What follows belongs to an exercise in optimizing a design on an open flow for small area; a production flow would make more cautious choices.
In this exercise RTL edits were held to simulation tests only and were not proved equivalent to the original.

## alpha
// decode_regfile
module decode_regfile #(
  parameter int PEND_DEPTH = 4
) (
  input  logic        clk,
  input  logic        rst,
  input  logic [31:0] instr,
  input  logic        instr_valid,
  output logic        instr_ready,
  output logic        r_i_s_instr_types,
  output logic [2:0]  funct3,
  output logic [31:0] a_out,
  output logic [31:0] b_out,
  output logic        out_valid,
  input  logic [31:0] wb_data,
  input  logic        wb_valid,
  output logic        illegal_instr,
  output logic        wb_underflow,
  input  logic [4:0]  dbg_addr,
  output logic [31:0] dbg_data
);
  localparam logic [6:0] OP_R   = 7'b0110011;
  localparam logic [6:0] OP_I   = 7'b0010011;
  localparam logic [6:0] OP_S   = 7'b0100011;
  localparam logic [6:0] OP_LUI = 7'b0110111;
  logic [31:1][31:0] rf, rf_d;
  logic [31:1]       rv;
  logic              ph;
  logic [4:0]        pend_rd [4];
  logic [3:0]        pend_vld;
  logic [1:0]        head, tail;
  logic [4:0]  rs1, rs2, rd;
  logic        is_r, is_i, is_s, is_l, legal, use_rs1, use_rs2;
  logic        full, empty, hazard, fire, vld_p0, pop;
  logic        en_a, en_b, sel_imm, hold;
  logic [4:0]  wrow;
  ...
Size in the first run: ~4300 cells after synthesis, ~1100 flip-flops, ~47000 um^2 of cells after synthesis.
export LEC_CHECK = 0
export CAP_MARGIN = 20
export CELL_PAD_IN_SITES_DETAIL_PLACEMENT = 1
export CELL_PAD_IN_SITES_GLOBAL_PLACEMENT = 1
export CORE_MARGIN = 2
export CORE_UTILIZATION = 45
export PLACE_DENSITY = 0.55
export SLEW_MARGIN = 20
export SYNTH_HIERARCHICAL = 1
create_clock -name core_clock -period 6.5 [get_ports {clk}]
standard.sh (not shown) runs the stock make flow with config.mk's settings and CLKGATE_MAP_FILE= SYNTH_SCRIPT=/design/flow/synth_recipe.tcl, a recipe that flattens the netlist after the stock synthesis.
==> flow/flow/run.sh <==
#!/bin/bash
# The standard layout (standard.sh) in two calls:
#  1. the standard synthesis, unchanged;
#  2. the rest of the ORFS flow with three knobs changed: port buffers use the smallest
#     buffer cell; clock tree synthesis uses clkbuf_16 with up to 22 sinks per leaf buffer
#     (90 um cluster diameter) and inserts no dummy loads; and the resizer may not use the strongest (_4 and up, except
#     buf_4) logic and buffer cells, on top of the platform's own don't-use list.
# make's full output goes to synth.log and layout.log here; ORFS keeps each step's log
# under orfs/logs/.
set -euo pipefail
PLATFORM_DONT_USE="sky130_fd_sc_hd__probe_p_8 sky130_fd_sc_hd__probec_p_8 sky130_fd_sc_hd__lpflow_bleeder_1 sky130_fd_sc_hd__lpflow_clkbufkapwr_1 sky130_fd_sc_hd__lpflow_clkbufkapwr_16 sky130_fd_sc_hd__lpflow_clkbufkapwr_2 sky130_fd_sc_hd__lpflow_clkbufkapwr_4 sky130_fd_sc_hd__lpflow_clkbufkapwr_8 sky130_fd_sc_hd__lpflow_clkinvkapwr_1 sky130_fd_sc_hd__lpflow_clkinvkapwr_16 sky130_fd_sc_hd__lpflow_clkinvkapwr_2 sky130_fd_sc_hd__lpflow_clkinvkapwr_4 sky130_fd_sc_hd__lpflow_clkinvkapwr_8 sky130_fd_sc_hd__lpflow_decapkapwr_12 sky130_fd_sc_hd__lpflow_decapkapwr_3 sky130_fd_sc_hd__lpflow_decapkapwr_4 sky130_fd_sc_hd__lpflow_decapkapwr_6 sky130_fd_sc_hd__lpflow_decapkapwr_8 sky130_fd_sc_hd__lpflow_inputiso0n_1 sky130_fd_sc_hd__lpflow_inputiso0p_1 sky130_fd_sc_hd__lpflow_inputiso1n_1 sky130_fd_sc_hd__lpflow_inputiso1p_1 sky130_fd_sc_hd__lpflow_inputisolatch_1 sky130_fd_sc_hd__lpflow_isobufsrc_1 sky130_fd_sc_hd__lpflow_isobufsrc_16 sky130_fd_sc_hd__lpflow_isobufsrc_2 sky130_fd_sc_hd__lpflow_isobufsrc_4 sky130_fd_sc_hd__lpflow_isobufsrc_8 sky130_fd_sc_hd__lpflow_isobufsrckapwr_16 sky130_fd_sc_hd__lpflow_lsbuf_lh_hl_isowell_tap_1 sky130_fd_sc_hd__lpflow_lsbuf_lh_hl_isowell_tap_2 sky130_fd_sc_hd__lpflow_lsbuf_lh_hl_isowell_tap_4 sky130_fd_sc_hd__lpflow_lsbuf_lh_isowell_4 sky130_fd_sc_hd__lpflow_lsbuf_lh_isowell_tap_1 sky130_fd_sc_hd__lpflow_lsbuf_lh_isowell_tap_2 sky130_fd_sc_hd__lpflow_lsbuf_lh_isowell_tap_4"
EXTRA_DONT_USE="sky130_fd_sc_hd__a2111o_4 sky130_fd_sc_hd__a2111oi_4 sky130_fd_sc_hd__a211o_4 sky130_fd_sc_hd__a211oi_4 sky130_fd_sc_hd__a21bo_4 sky130_fd_sc_hd__a21boi_4 sky130_fd_sc_hd__a21o_4 sky130_fd_sc_hd__a21oi_4 sky130_fd_sc_hd__a221o_4 sky130_fd_sc_hd__a221oi_4 sky130_fd_sc_hd__a22o_4 sky130_fd_sc_hd__a22oi_4 sky130_fd_sc_hd__a2bb2o_4 sky130_fd_sc_hd__a2bb2oi_4 sky130_fd_sc_hd__a311o_4 sky130_fd_sc_hd__a311oi_4 sky130_fd_sc_hd__a31o_4 sky130_fd_sc_hd__a31oi_4 sky130_fd_sc_hd__a32o_4 sky130_fd_sc_hd__a32oi_4 sky130_fd_sc_hd__a41o_4 sky130_fd_sc_hd__a41oi_4 sky130_fd_sc_hd__and2_4 sky130_fd_sc_hd__and2b_4 sky130_fd_sc_hd__and3_4 sky130_fd_sc_hd__and3b_4 sky130_fd_sc_hd__and4_4 sky130_fd_sc_hd__and4b_4 sky130_fd_sc_hd__and4bb_4 sky130_fd_sc_hd__buf_12 sky130_fd_sc_hd__buf_16 sky130_fd_sc_hd__buf_6 sky130_fd_sc_hd__buf_8 sky130_fd_sc_hd__bufbuf_16 sky130_fd_sc_hd__bufbuf_8 sky130_fd_sc_hd__bufinv_16 sky130_fd_sc_hd__bufinv_8 sky130_fd_sc_hd__dfstp_4 sky130_fd_sc_hd__dlclkp_4 sky130_fd_sc_hd__dlrtn_4 sky130_fd_sc_hd__dlrtp_4 sky130_fd_sc_hd__dlxtn_4 sky130_fd_sc_hd__ebufn_4 sky130_fd_sc_hd__ebufn_8 sky130_fd_sc_hd__einvn_4 sky130_fd_sc_hd__einvn_8 sky130_fd_sc_hd__einvp_4 sky130_fd_sc_hd__einvp_8 sky130_fd_sc_hd__fa_4 sky130_fd_sc_hd__ha_4 sky130_fd_sc_hd__inv_12 sky130_fd_sc_hd__inv_16 sky130_fd_sc_hd__inv_4 sky130_fd_sc_hd__inv_6 sky130_fd_sc_hd__inv_8 sky130_fd_sc_hd__maj3_4 sky130_fd_sc_hd__mux2_4 sky130_fd_sc_hd__mux2_8 sky130_fd_sc_hd__mux2i_4 sky130_fd_sc_hd__mux4_4 sky130_fd_sc_hd__nand2_4 sky130_fd_sc_hd__nand2_8 sky130_fd_sc_hd__nand2b_4 sky130_fd_sc_hd__nand3_4 sky130_fd_sc_hd__nand3b_4 sky130_fd_sc_hd__nand4_4 sky130_fd_sc_hd__nand4b_4 sky130_fd_sc_hd__nand4bb_4 sky130_fd_sc_hd__nor2_4 sky130_fd_sc_hd__nor2_8 sky130_fd_sc_hd__nor2b_4 sky130_fd_sc_hd__nor3_4 sky130_fd_sc_hd__nor3b_4 sky130_fd_sc_hd__nor4_4 sky130_fd_sc_hd__nor4b_4 sky130_fd_sc_hd__nor4bb_4 sky130_fd_sc_hd__o2111a_4 sky130_fd_sc_hd__o2111ai_4 sky130_fd_sc_hd__o211a_4 sky130_fd_sc_hd__o211ai_4 sky130_fd_sc_hd__o21a_4 sky130_fd_sc_hd__o21ai_4 sky130_fd_sc_hd__o21ba_4 sky130_fd_sc_hd__o21bai_4 sky130_fd_sc_hd__o221a_4 sky130_fd_sc_hd__o221ai_4 sky130_fd_sc_hd__o22a_4 sky130_fd_sc_hd__o22ai_4 sky130_fd_sc_hd__o2bb2a_4 sky130_fd_sc_hd__o2bb2ai_4 sky130_fd_sc_hd__o311a_4 sky130_fd_sc_hd__o311ai_4 sky130_fd_sc_hd__o31a_4 sky130_fd_sc_hd__o31ai_4 sky130_fd_sc_hd__o32a_4 sky130_fd_sc_hd__o32ai_4 sky130_fd_sc_hd__o41a_4 sky130_fd_sc_hd__o41ai_4 sky130_fd_sc_hd__or2_4 sky130_fd_sc_hd__or2b_4 sky130_fd_sc_hd__or3_4 sky130_fd_sc_hd__or3b_4 sky130_fd_sc_hd__or4_4 sky130_fd_sc_hd__or4b_4 sky130_fd_sc_hd__or4bb_4 sky130_fd_sc_hd__sdfstp_4 sky130_fd_sc_hd__sdlclkp_4 sky130_fd_sc_hd__xnor2_4 sky130_fd_sc_hd__xnor3_4 sky130_fd_sc_hd__xor2_4 sky130_fd_sc_hd__xor3_4 "
bash standard.sh synth > synth.log 2>&1
bash standard.sh \
  'BUFFER_PORTS_ARGS=-buffer_cell sky130_fd_sc_hd__buf_1' \
  'CTS_ARGS=-sink_clustering_enable -repair_clock_nets -dont_use_dummy_load -sink_clustering_size 22 -sink_clustering_max_diameter 90 -buf_list sky130_fd_sc_hd__clkbuf_16' \
  "DONT_USE_CELLS=$PLATFORM_DONT_USE $EXTRA_DONT_USE" \
  finish > layout.log 2>&1
alpha: all stages done; final checks FAILED (negative setup slack).
The inputs of beta differ from those of alpha as listed below.
Settings: an added SETUP_SLACK_MARGIN of 0.8.
==> comparison <==
- beta completed every stage of the flow, and the final layout passed the timing, DRC and antenna checks.
- Path depth of the worst reg2reg path ends up lower on beta.
- beta vs alpha — global routing usage on met1 dropped 1.5 points.
- Compare alpha and beta | arrival time at the worst endpoint higher: alpha

[static timing again, ports no longer ideal]
No port has a modelled driver above. Below, the same layouts with a new extraction and two added sets of constraints.
Step 1, drivers: a clkbuf_16 drives clk and a buf_2 each remaining input, both assumed.
Step 2 adds t to the input delays and takes it off the output delays; t is the mean of the earliest and latest rising clock arrival at the registers after step 1. Input paths then give back, and output paths get back, about the clock's delay inside the block.
a / b / c = ideal ports / drivers / drivers and shift; a / b = the first two.
run | t, ns | slack for setup (ns) | worst setup path at the end | latest minus earliest clock arrival (ns)
alpha | 0.816 | -0.089 / -0.222 / -0.222 | input to output | 0.086 / 0.087
beta | 0.795 | 0.638 / 0.532 / 0.249 | input to register | 0.047 / 0.047
The setup slack of beta, which loses most, moves by -0.106 ns with the drivers and by -0.389 ns with both steps.
